This design comes from an exercise in tuning for small area and a short achievable clock period on the open sky130 flow, not from production work.
Only simulation tests tie the RTL to the original design; equivalence was not proved.
Power and IR drop assume default switching activity.

==> sierra <==
## rename_top
module rename_top (
    input  logic        clk,
    input  logic        rst,
    input  logic        in_valid,
    output logic        in_ready,
    input  logic [15:0] in_opcode,
    input  logic [11:0] in_dst,
    input  logic [11:0] in_src1,
    input  logic [11:0] in_src2,
    output logic [3:0]  out_valid,
    input  logic [3:0]  out_ready,
    output logic [15:0] out_opcode,
    output logic [19:0] out_dst_preg,
    output logic [19:0] out_old_preg,
    output logic [19:0] out_src1_preg,
    output logic [19:0] out_src2_preg,
    output logic [3:0]  out_src1_rdy,
    output logic [3:0]  out_src2_rdy,
    output logic [3:0]  out_writes,
    input  logic        free_valid,
    input  logic [4:0]  free_preg,
    input  logic        done_valid,
    input  logic [4:0]  done_preg
);
Settings: LEC_CHECK=0, ABC_AREA=1, CAP_MARGIN=20, CELL_PAD_IN_SITES_DETAIL_PLACEMENT=1, CORE_MARGIN=2, CORE_UTILIZATION=45, SLEW_MARGIN=20; clock period 14.5 ns.
standard.sh (not shown) runs the stock make flow with config.mk's settings and CLKGATE_MAP_FILE= SYNTH_SCRIPT=/design/flow/synth_recipe.tcl, a recipe that flattens the netlist after the stock synthesis.
==> flow/flow/run.sh <==
#!/bin/bash
set -euo pipefail
cd "$(dirname "$0")/.."
bash standard.sh "SYNTH_SCRIPT=$PWD/flow/synth.tcl" SETUP_SLACK_MARGIN=7.8 \
  "BUFFER_PORTS_ARGS=-buffer_cell sky130_fd_sc_hd__buf_1" finish > layout.log 2>&1
==> flow/flow/synth.tcl <==
# The standard synthesis script (synth_recipe.tcl) with two changes to how the logic
# between the registers is mapped: no full/half-adder extraction before ABC, and ABC maps
# with Yosys's own script instead of ORFS's area script (its -script and -D are dropped).
# The registers are the standard synthesis's; timing is left to the layout's repair.
proc synth {args} { yosys synth -nofsm -noshare {*}$args }
proc abc {args} {
  set i [lsearch -exact $args -script]
  if {$i >= 0} { set args [lreplace $args $i [expr {$i + 1}]] }
  set i [lsearch -exact $args -D]
  if {$i >= 0} { set args [lreplace $args $i [expr {$i + 1}]] }
  yosys abc {*}$args
}
if {[info exists ::env(ADDER_MAP_FILE)]} { unset ::env(ADDER_MAP_FILE) }
source $::env(SCRIPTS_DIR)/synth.tcl
# left out here: clear keep_hierarchy, flatten, clean up, hide names made inside functions, write 1_2_yosys.v
==> juniper (differences from sierra) <==
--- a/flow/design.v
+++ b/flow/design.v
@@ -376,27 +376,21 @@
     input  logic [19:0] list_in,
     input  logic [3:0]  found_in,
     input  logic        en,
     input  logic [4:0]  preg,
     output logic [19:0] list_out,
     output logic [3:0]  found_out
 );
-    function automatic logic less5(input logic [4:0] x, input logic [4:0] y);
-        logic r;
-        r = 1'b0;
-        for (int i = 0; i < 5; i++) r = (~x[i] & y[i]) | (~(x[i] ^ y[i]) & r);
-        less5 = r;
-    endfunction
     logic [4:0] b [4];
     logic [3:0] lt;    
     logic [3:0] eq;    
     always_comb begin
         for (int j = 0; j < 4; j++) begin
             b[j] = list_in[j*5 +: 5];
-            lt[j] = found_in[j] && less5(b[j], preg);
+            lt[j] = found_in[j] && (b[j] < preg);
             eq[j] = found_in[j] && (b[j] == preg);
         end
         if (en && eq == 4'd0) begin
             found_out = {found_in[2:0], 1'b1};
             list_out[4:0] = lt[0] ? b[0] : preg;
             for (int j = 1; j < 4; j++) begin
                 list_out[j*5 +: 5] = lt[j] ? b[j] : lt[j-1] ? preg : b[j-1];
@@ -480,44 +474,37 @@
     assign alloc[3] = ct[3][3] ? ar[3] : ct[3][2] ? ar[2] : ct[3][1] ? ar[1] : ar[0];
     assign all_ok = (!nt[1] || fnd[0]) && (!nt[2] || fnd[1]) && (!nt[3] || fnd[2]) && (!nt[4] || fnd[3]);
     logic [39:0] ratv;
     always_comb begin
         ratv[4:0] = 5'd0;
         for (int r = 1; r < 8; r++) ratv[r*5 +: 5] = rat[r];
     end
-    logic [3:0] eqm [1:7];
-    logic [7:0] rrk [4];
-    always_comb begin
-        for (int r = 1; r < 8; r++) begin
-            for (int j = 0; j < 4; j++) eqm[r][j] = (rat[r] == ar[j]);
-        end
-        for (int k = 0; k < 4; k++) begin
-            rrk[k][0] = 1'b1;
-            for (int r = 1; r < 8; r++) begin
-                rrk[k][r] = rr[r] && !(ct[k][1] && eqm[r][0]) && !(ct[k][2] && eqm[r][1])
-                            && !(ct[k][3] && eqm[r][2]);
-            end
-        end
-    end
     logic [4:0] s1p [4], s2p [4], oldp [4];
     logic [3:0] s1r, s2r;
     logic hit1, hit2;
+    logic [4:0] p1v, p2v;
     always_comb begin
         for (int k = 0; k < 4; k++) begin
             hit1 = 1'b0; hit2 = 1'b0;
-            s1p[k] = ratv[s1[k]*5 +: 5];
-            s2p[k] = ratv[s2[k]*5 +: 5];
+            p1v = ratv[s1[k]*5 +: 5];
+            p2v = ratv[s2[k]*5 +: 5];
+            s1p[k] = p1v;
+            s2p[k] = p2v;
             oldp[k] = ratv[dst[k]*5 +: 5];
             for (int j = 0; j < k; j++) begin
                 if (w[j] && dst[j] == s1[k]) begin s1p[k] = alloc[j]; hit1 = 1'b1; end
                 if (w[j] && dst[j] == s2[k]) begin s2p[k] = alloc[j]; hit2 = 1'b1; end
                 if (w[j] && dst[j] == dst[k]) oldp[k] = alloc[j];
             end
-            s1r[k] = !hit1 && rrk[k][s1[k]];
-            s2r[k] = !hit2 && rrk[k][s2[k]];
+            s1r[k] = (s1[k] == 3'd0) || (!hit1 && rr[s1[k]]
+                     && !(ct[k][1] && p1v == ar[0]) && !(ct[k][2] && p1v == ar[1])
+                     && !(ct[k][3] && p1v == ar[2]));
+            s2r[k] = (s2[k] == 3'd0) || (!hit2 && rr[s2[k]]
+                     && !(ct[k][1] && p2v == ar[0]) && !(ct[k][2] && p2v == ar[1])
+                     && !(ct[k][3] && p2v == ar[2]));
         end
     end
     always_comb begin
         for (int k = 0; k < 4; k++) begin
             out_opcode[k*4 +: 4] = l_op[k*4 +: 4];
             out_writes[k] = w[k];
             out_dst_preg[k*5 +: 5] = w[k] ? alloc[k] : 5'd0;
@@ -533,33 +520,27 @@
     assign out_valid = all_ok ? pend : 4'd0;
     assign pn = pend & ~(out_valid & out_ready);
     assign live = (pend != 4'd0);
     assign in_ready = (pn == 4'd0);
     assign done = live && in_ready;
     assign accept = in_valid && in_ready;
     assign merge_ok = !live || (pend == 4'hf && !all_ok);
-    function automatic logic above(input logic [4:0] x, input int c);
-        logic r;
-        r = 1'b0;
-        for (int i = 0; i < 5; i++) r = c[i] ? (~x[i] | r) : (~x[i] & r);
-        above = r;
-    endfunction
     logic [4:0]  last;
     logic [31:1] f_end;
     logic [4:0]  rat_end [1:7];
     logic [7:1]  rr_end;
     always_comb begin
         last = nt[4] ? ar[3] : nt[3] ? ar[2] : nt[2] ? ar[1] : ar[0];
         for (int i = 1; i < 32; i++) begin
-            f_end[i] = fr[i] && (!nt[1] || above(last, i));
+            f_end[i] = fr[i] && (!nt[1] || i[4:0] > last);
         end
         for (int r = 1; r < 8; r++) begin
             rat_end[r] = rat[r];
-            rr_end[r] = rr[r] && !(nt[1] && eqm[r][0]) && !(nt[2] && eqm[r][1])
-                        && !(nt[3] && eqm[r][2]) && !(nt[4] && eqm[r][3]);
+            rr_end[r] = rr[r] && !(nt[1] && rat[r] == ar[0]) && !(nt[2] && rat[r] == ar[1])
+                        && !(nt[3] && rat[r] == ar[2]) && !(nt[4] && rat[r] == ar[3]);
             for (int k = 0; k < 4; k++) begin
                 if (w[k] && dst[k] == r[2:0]) begin
                     rat_end[r] = alloc[k];
                     rr_end[r] = 1'b0;
                 end
             end
         end
@@ -644,32 +625,29 @@
             for (int r = 1; r < 8; r++) rat[r] <= r[4:0];
         end else begin
             rr <= rr_nx;
             for (int r = 1; r < 8; r++) rat[r] <= rat_nx[r];
         end
     end
     always_ff @(posedge clk) begin
-        if (done || merge_ok) begin
-            pk <= '0;
-        end else begin
-            pk <= pk | fm;
-        end
-    end
-    always_ff @(posedge clk) begin
         if (rst) begin
             fr <= {{24{1'b1}}, 7'd0};
+            pk <= '0;
             ar[0] <= 5'd8;
             ar[1] <= 5'd9;
             ar[2] <= 5'd10;
             ar[3] <= 5'd11;
             fnd <= 4'hf;
         end else begin
             for (int j = 0; j < 4; j++) ar[j] <= na[j];
             fnd <= nf;
             if (done) begin
                 fr <= base | fm;
+                pk <= '0;
             end else if (merge_ok) begin
                 fr <= fr | fm;
+            end else begin
+                pk <= pk | fm;
             end
         end
     end
 endmodule
==> flow/flow/run.sh (replaced) <==
#!/bin/bash
set -euo pipefail
cd "$(dirname "$0")/.."
bash standard.sh SETUP_SLACK_MARGIN=7.5 finish > layout.log 2>&1
- ABC_AREA: 1 -> not set
- CELL_PAD_IN_SITES_DETAIL_PLACEMENT: 1 -> not set
- CORE_UTILIZATION: 45 -> 40
removed: flow/flow/synth.tcl
==> quartz (differences from sierra) <==
--- a/flow/design.v
+++ b/flow/design.v
@@ -475,49 +475,54 @@
         in_nt[4] = &in_w;
     end
     assign alloc[0] = ar[0];
     assign alloc[1] = w[0] ? ar[1] : ar[0];
     assign alloc[2] = ct[2][2] ? ar[2] : ct[2][1] ? ar[1] : ar[0];
     assign alloc[3] = ct[3][3] ? ar[3] : ct[3][2] ? ar[2] : ct[3][1] ? ar[1] : ar[0];
     assign all_ok = (!nt[1] || fnd[0]) && (!nt[2] || fnd[1]) && (!nt[3] || fnd[2]) && (!nt[4] || fnd[3]);
-    logic [39:0] ratv;
+    logic [39:0] vw [5];
+    logic [7:0]  rn [5];
     always_comb begin
-        ratv[4:0] = 5'd0;
-        for (int r = 1; r < 8; r++) ratv[r*5 +: 5] = rat[r];
+        vw[0][4:0] = 5'd0;
+        for (int r = 1; r < 8; r++) vw[0][r*5 +: 5] = rat[r];
+        rn[0] = 8'd0;
+        for (int k = 0; k < 4; k++) begin
+            vw[k+1] = vw[k];
+            rn[k+1] = rn[k];
+            for (int r = 1; r < 8; r++) begin
+                if (w[k] && dst[k] == r[2:0]) begin
+                    vw[k+1][r*5 +: 5] = alloc[k];
+                    rn[k+1][r] = 1'b1;
+                end
+            end
+        end
     end
     logic [3:0] eqm [1:7];
     logic [7:0] rrk [4];
     always_comb begin
         for (int r = 1; r < 8; r++) begin
             for (int j = 0; j < 4; j++) eqm[r][j] = (rat[r] == ar[j]);
         end
         for (int k = 0; k < 4; k++) begin
             rrk[k][0] = 1'b1;
             for (int r = 1; r < 8; r++) begin
-                rrk[k][r] = rr[r] && !(ct[k][1] && eqm[r][0]) && !(ct[k][2] && eqm[r][1])
-                            && !(ct[k][3] && eqm[r][2]);
+                rrk[k][r] = rr[r] && !rn[k][r] && !(ct[k][1] && eqm[r][0])
+                            && !(ct[k][2] && eqm[r][1]) && !(ct[k][3] && eqm[r][2]);
             end
         end
     end
     logic [4:0] s1p [4], s2p [4], oldp [4];
     logic [3:0] s1r, s2r;
-    logic hit1, hit2;
     always_comb begin
         for (int k = 0; k < 4; k++) begin
-            hit1 = 1'b0; hit2 = 1'b0;
-            s1p[k] = ratv[s1[k]*5 +: 5];
-            s2p[k] = ratv[s2[k]*5 +: 5];
-            oldp[k] = ratv[dst[k]*5 +: 5];
-            for (int j = 0; j < k; j++) begin
-                if (w[j] && dst[j] == s1[k]) begin s1p[k] = alloc[j]; hit1 = 1'b1; end
-                if (w[j] && dst[j] == s2[k]) begin s2p[k] = alloc[j]; hit2 = 1'b1; end
-                if (w[j] && dst[j] == dst[k]) oldp[k] = alloc[j];
-            end
-            s1r[k] = !hit1 && rrk[k][s1[k]];
-            s2r[k] = !hit2 && rrk[k][s2[k]];
+            s1p[k] = vw[k][s1[k]*5 +: 5];
+            s2p[k] = vw[k][s2[k]*5 +: 5];
+            oldp[k] = vw[k][dst[k]*5 +: 5];
+            s1r[k] = rrk[k][s1[k]];
+            s2r[k] = rrk[k][s2[k]];
         end
     end
     always_comb begin
         for (int k = 0; k < 4; k++) begin
             out_opcode[k*4 +: 4] = l_op[k*4 +: 4];
             out_writes[k] = w[k];
             out_dst_preg[k*5 +: 5] = w[k] ? alloc[k] : 5'd0;
@@ -549,23 +554,17 @@
     logic [7:1]  rr_end;
     always_comb begin
         last = nt[4] ? ar[3] : nt[3] ? ar[2] : nt[2] ? ar[1] : ar[0];
         for (int i = 1; i < 32; i++) begin
             f_end[i] = fr[i] && (!nt[1] || above(last, i));
         end
         for (int r = 1; r < 8; r++) begin
-            rat_end[r] = rat[r];
-            rr_end[r] = rr[r] && !(nt[1] && eqm[r][0]) && !(nt[2] && eqm[r][1])
+            rat_end[r] = vw[4][r*5 +: 5];
+            rr_end[r] = rr[r] && !rn[4][r] && !(nt[1] && eqm[r][0]) && !(nt[2] && eqm[r][1])
                         && !(nt[3] && eqm[r][2]) && !(nt[4] && eqm[r][3]);
-            for (int k = 0; k < 4; k++) begin
-                if (w[k] && dst[k] == r[2:0]) begin
-                    rat_end[r] = alloc[k];
-                    rr_end[r] = 1'b0;
-                end
-            end
         end
     end
     logic [4:0] rat_nx [1:7];
     logic [7:1] rr_nx;
     always_comb begin
         for (int r = 1; r < 8; r++) begin
             rat_nx[r] = done ? rat_end[r] : rat[r];
==> flow/flow/run.sh (replaced) <==
#!/bin/bash
set -euo pipefail
cd "$(dirname "$0")/.."
bash standard.sh "SYNTH_SCRIPT=$PWD/flow/synth.tcl" SETUP_SLACK_MARGIN=8.15 \
  "BUFFER_PORTS_ARGS=-buffer_cell sky130_fd_sc_hd__buf_1" \
  "CTS_ARGS=-sink_clustering_enable -repair_clock_nets -dont_use_dummy_load" \
  finish > layout.log 2>&1
- CELL_PAD_IN_SITES_DETAIL_PLACEMENT: 1 -> not set
- CORE_UTILIZATION: 45 -> 50
==> yarrow (differences from sierra) <==
--- a/flow/design.v
+++ b/flow/design.v
@@ -475,49 +475,54 @@
         in_nt[4] = &in_w;
     end
     assign alloc[0] = ar[0];
     assign alloc[1] = w[0] ? ar[1] : ar[0];
     assign alloc[2] = ct[2][2] ? ar[2] : ct[2][1] ? ar[1] : ar[0];
     assign alloc[3] = ct[3][3] ? ar[3] : ct[3][2] ? ar[2] : ct[3][1] ? ar[1] : ar[0];
     assign all_ok = (!nt[1] || fnd[0]) && (!nt[2] || fnd[1]) && (!nt[3] || fnd[2]) && (!nt[4] || fnd[3]);
-    logic [39:0] ratv;
+    logic [39:0] vw [5];
+    logic [7:0]  rn [5];
     always_comb begin
-        ratv[4:0] = 5'd0;
-        for (int r = 1; r < 8; r++) ratv[r*5 +: 5] = rat[r];
+        vw[0][4:0] = 5'd0;
+        for (int r = 1; r < 8; r++) vw[0][r*5 +: 5] = rat[r];
+        rn[0] = 8'd0;
+        for (int k = 0; k < 4; k++) begin
+            vw[k+1] = vw[k];
+            rn[k+1] = rn[k];
+            for (int r = 1; r < 8; r++) begin
+                if (w[k] && dst[k] == r[2:0]) begin
+                    vw[k+1][r*5 +: 5] = alloc[k];
+                    rn[k+1][r] = 1'b1;
+                end
+            end
+        end
     end
     logic [3:0] eqm [1:7];
     logic [7:0] rrk [4];
     always_comb begin
         for (int r = 1; r < 8; r++) begin
             for (int j = 0; j < 4; j++) eqm[r][j] = (rat[r] == ar[j]);
         end
         for (int k = 0; k < 4; k++) begin
             rrk[k][0] = 1'b1;
             for (int r = 1; r < 8; r++) begin
-                rrk[k][r] = rr[r] && !(ct[k][1] && eqm[r][0]) && !(ct[k][2] && eqm[r][1])
-                            && !(ct[k][3] && eqm[r][2]);
+                rrk[k][r] = rr[r] && !rn[k][r] && !(ct[k][1] && eqm[r][0])
+                            && !(ct[k][2] && eqm[r][1]) && !(ct[k][3] && eqm[r][2]);
             end
         end
     end
     logic [4:0] s1p [4], s2p [4], oldp [4];
     logic [3:0] s1r, s2r;
-    logic hit1, hit2;
     always_comb begin
         for (int k = 0; k < 4; k++) begin
-            hit1 = 1'b0; hit2 = 1'b0;
-            s1p[k] = ratv[s1[k]*5 +: 5];
-            s2p[k] = ratv[s2[k]*5 +: 5];
-            oldp[k] = ratv[dst[k]*5 +: 5];
-            for (int j = 0; j < k; j++) begin
-                if (w[j] && dst[j] == s1[k]) begin s1p[k] = alloc[j]; hit1 = 1'b1; end
-                if (w[j] && dst[j] == s2[k]) begin s2p[k] = alloc[j]; hit2 = 1'b1; end
-                if (w[j] && dst[j] == dst[k]) oldp[k] = alloc[j];
-            end
-            s1r[k] = !hit1 && rrk[k][s1[k]];
-            s2r[k] = !hit2 && rrk[k][s2[k]];
+            s1p[k] = vw[k][s1[k]*5 +: 5];
+            s2p[k] = vw[k][s2[k]*5 +: 5];
+            oldp[k] = vw[k][dst[k]*5 +: 5];
+            s1r[k] = rrk[k][s1[k]];
+            s2r[k] = rrk[k][s2[k]];
         end
     end
     always_comb begin
         for (int k = 0; k < 4; k++) begin
             out_opcode[k*4 +: 4] = l_op[k*4 +: 4];
             out_writes[k] = w[k];
             out_dst_preg[k*5 +: 5] = w[k] ? alloc[k] : 5'd0;
@@ -549,23 +554,17 @@
     logic [7:1]  rr_end;
     always_comb begin
         last = nt[4] ? ar[3] : nt[3] ? ar[2] : nt[2] ? ar[1] : ar[0];
         for (int i = 1; i < 32; i++) begin
             f_end[i] = fr[i] && (!nt[1] || above(last, i));
         end
         for (int r = 1; r < 8; r++) begin
-            rat_end[r] = rat[r];
-            rr_end[r] = rr[r] && !(nt[1] && eqm[r][0]) && !(nt[2] && eqm[r][1])
+            rat_end[r] = vw[4][r*5 +: 5];
+            rr_end[r] = rr[r] && !rn[4][r] && !(nt[1] && eqm[r][0]) && !(nt[2] && eqm[r][1])
                         && !(nt[3] && eqm[r][2]) && !(nt[4] && eqm[r][3]);
-            for (int k = 0; k < 4; k++) begin
-                if (w[k] && dst[k] == r[2:0]) begin
-                    rat_end[r] = alloc[k];
-                    rr_end[r] = 1'b0;
-                end
-            end
         end
     end
     logic [4:0] rat_nx [1:7];
     logic [7:1] rr_nx;
     always_comb begin
         for (int r = 1; r < 8; r++) begin
             rat_nx[r] = done ? rat_end[r] : rat[r];
==> flow/flow/run.sh (replaced) <==
#!/bin/bash
set -euo pipefail
cd "$(dirname "$0")/.."
bash standard.sh "SYNTH_SCRIPT=$PWD/flow/synth.tcl" SETUP_SLACK_MARGIN=8.3 \
  "BUFFER_PORTS_ARGS=-buffer_cell sky130_fd_sc_hd__buf_1" \
  "CTS_ARGS=-sink_clustering_enable -repair_clock_nets -dont_use_dummy_load" \
  finish > layout.log 2>&1
- CELL_PAD_IN_SITES_DETAIL_PLACEMENT: 1 -> not set
- CORE_UTILIZATION: 45 -> 50
==> notes.md <==
| metric | sierra | quartz | juniper | yarrow |
|---|---|---|---|---|
| Synth Area in Simple Gates | 0.204 | 0.232 | 0.196 | 0.232 |
| Compound-gate portion of the synthesized area | 0.417 | 0.406 | 0.270 | 0.406 |
| Endpoint of the most critical register-to-register path | ar[1][3]$_SDFFE_PP1P_ | ar[3][2]$_SDFFE_PP0P_ | ar[0][2]$_SDFFE_PP0P_ | ar[0][0]$_SDFFE_PP0P_ |
| Well-tap cell count | 607 | 518 | 773 | 518 |
| Commonest non-fill, non-tap cell in the layout | a21oi_1 | a21oi_1 | nor2_1 | a21oi_1 |
| M1 GR Usage | 0.654 | 0.649 | 0.489 | 0.639 |
| Seq. pwr | 0.978 mW | 1.17 mW | 0.903 mW | 1.18 mW |
| Cell row count | 79 | 72 | 89 | 72 |
| Number of buffer and inverter instances along the worst setup path | 4 | 2 | 4 | 1 |
| Register clock-pin slew on the reported worst setup and hold paths | 0.09 ns | 0.07 ns | 0.08 ns | 0.08 ns |
| Via count of the first global-routing pass | 26657 | 22647 | 24479 | 23285 |
| R2R Setup Slk | 7.89 ns | 8.29 ns | 7.84 ns | 8.30 ns |
| Minimum clock period after layout | 6.88 ns | 6.41 ns | 6.97 ns | 6.35 ns |
| Cell count along the critical path | 10 | 10 | 10 | 8 |
| Status | timing/DRC/antenna clean | timing/DRC/antenna clean | timing/DRC/antenna clean | timing/DRC/antenna clean |
| Power spent charging and discharging nets | 4.44 mW | 3.60 mW | 3.50 mW | 3.71 mW |
| Buffer count excluding the clock tree in the final layout | 320 | 299 | 349 | 363 |
| Switching power as a share of total power | 0.627 | 0.595 | 0.552 | 0.589 |
| RePlAce Congestion | 1.10 | 1.06 | 1.07 | 1.03 |

[static timing again, ports no longer ideal]
Ports are ideal in the flow. The routed layouts listed here were re-timed in OpenROAD. Step 1 (the two cells are an assumption about what drives the block):
set clk [get_ports {clk}]
set_driving_cell -lib_cell sky130_fd_sc_hd__clkbuf_16 $clk
set_driving_cell -lib_cell sky130_fd_sc_hd__buf_2 [delete_from_list [all_inputs] $clk]
Step 2 moves the port delays by t, midway between the first and last clock arrival at a register: inputs arrive t later, outputs are due t later. That takes back most of the time a late clock gives input paths. Three values: ideal ports, drivers, drivers and shift; two values: the first two.
run	t (ns)	setup WS [ns]	hold slack, ns	worst setup path at the end	slew at the worst register clock pin (ns)
sierra	0.572	7.619 / 7.554 / 7.336	0.466 / 0.466 / 0.466	input to register	0.09 / 0.09
juniper	0.567	7.532 / 7.473 / 7.584	0.474 / 0.474 / 0.474	input to output	0.10 / 0.10
quartz	0.544	8.086 / 8.027 / 7.865	0.475 / 0.475 / 0.475	input to register	0.08 / 0.08
yarrow	0.559	8.150 / 8.091 / 8.072	0.473 / 0.473 / 0.473	input to register	0.08 / 0.08
After both steps setup and hold are still met in every run listed. For sierra, which loses most, drivers alone change the setup slack by -0.065 ns; drivers and shift together by -0.283 ns.
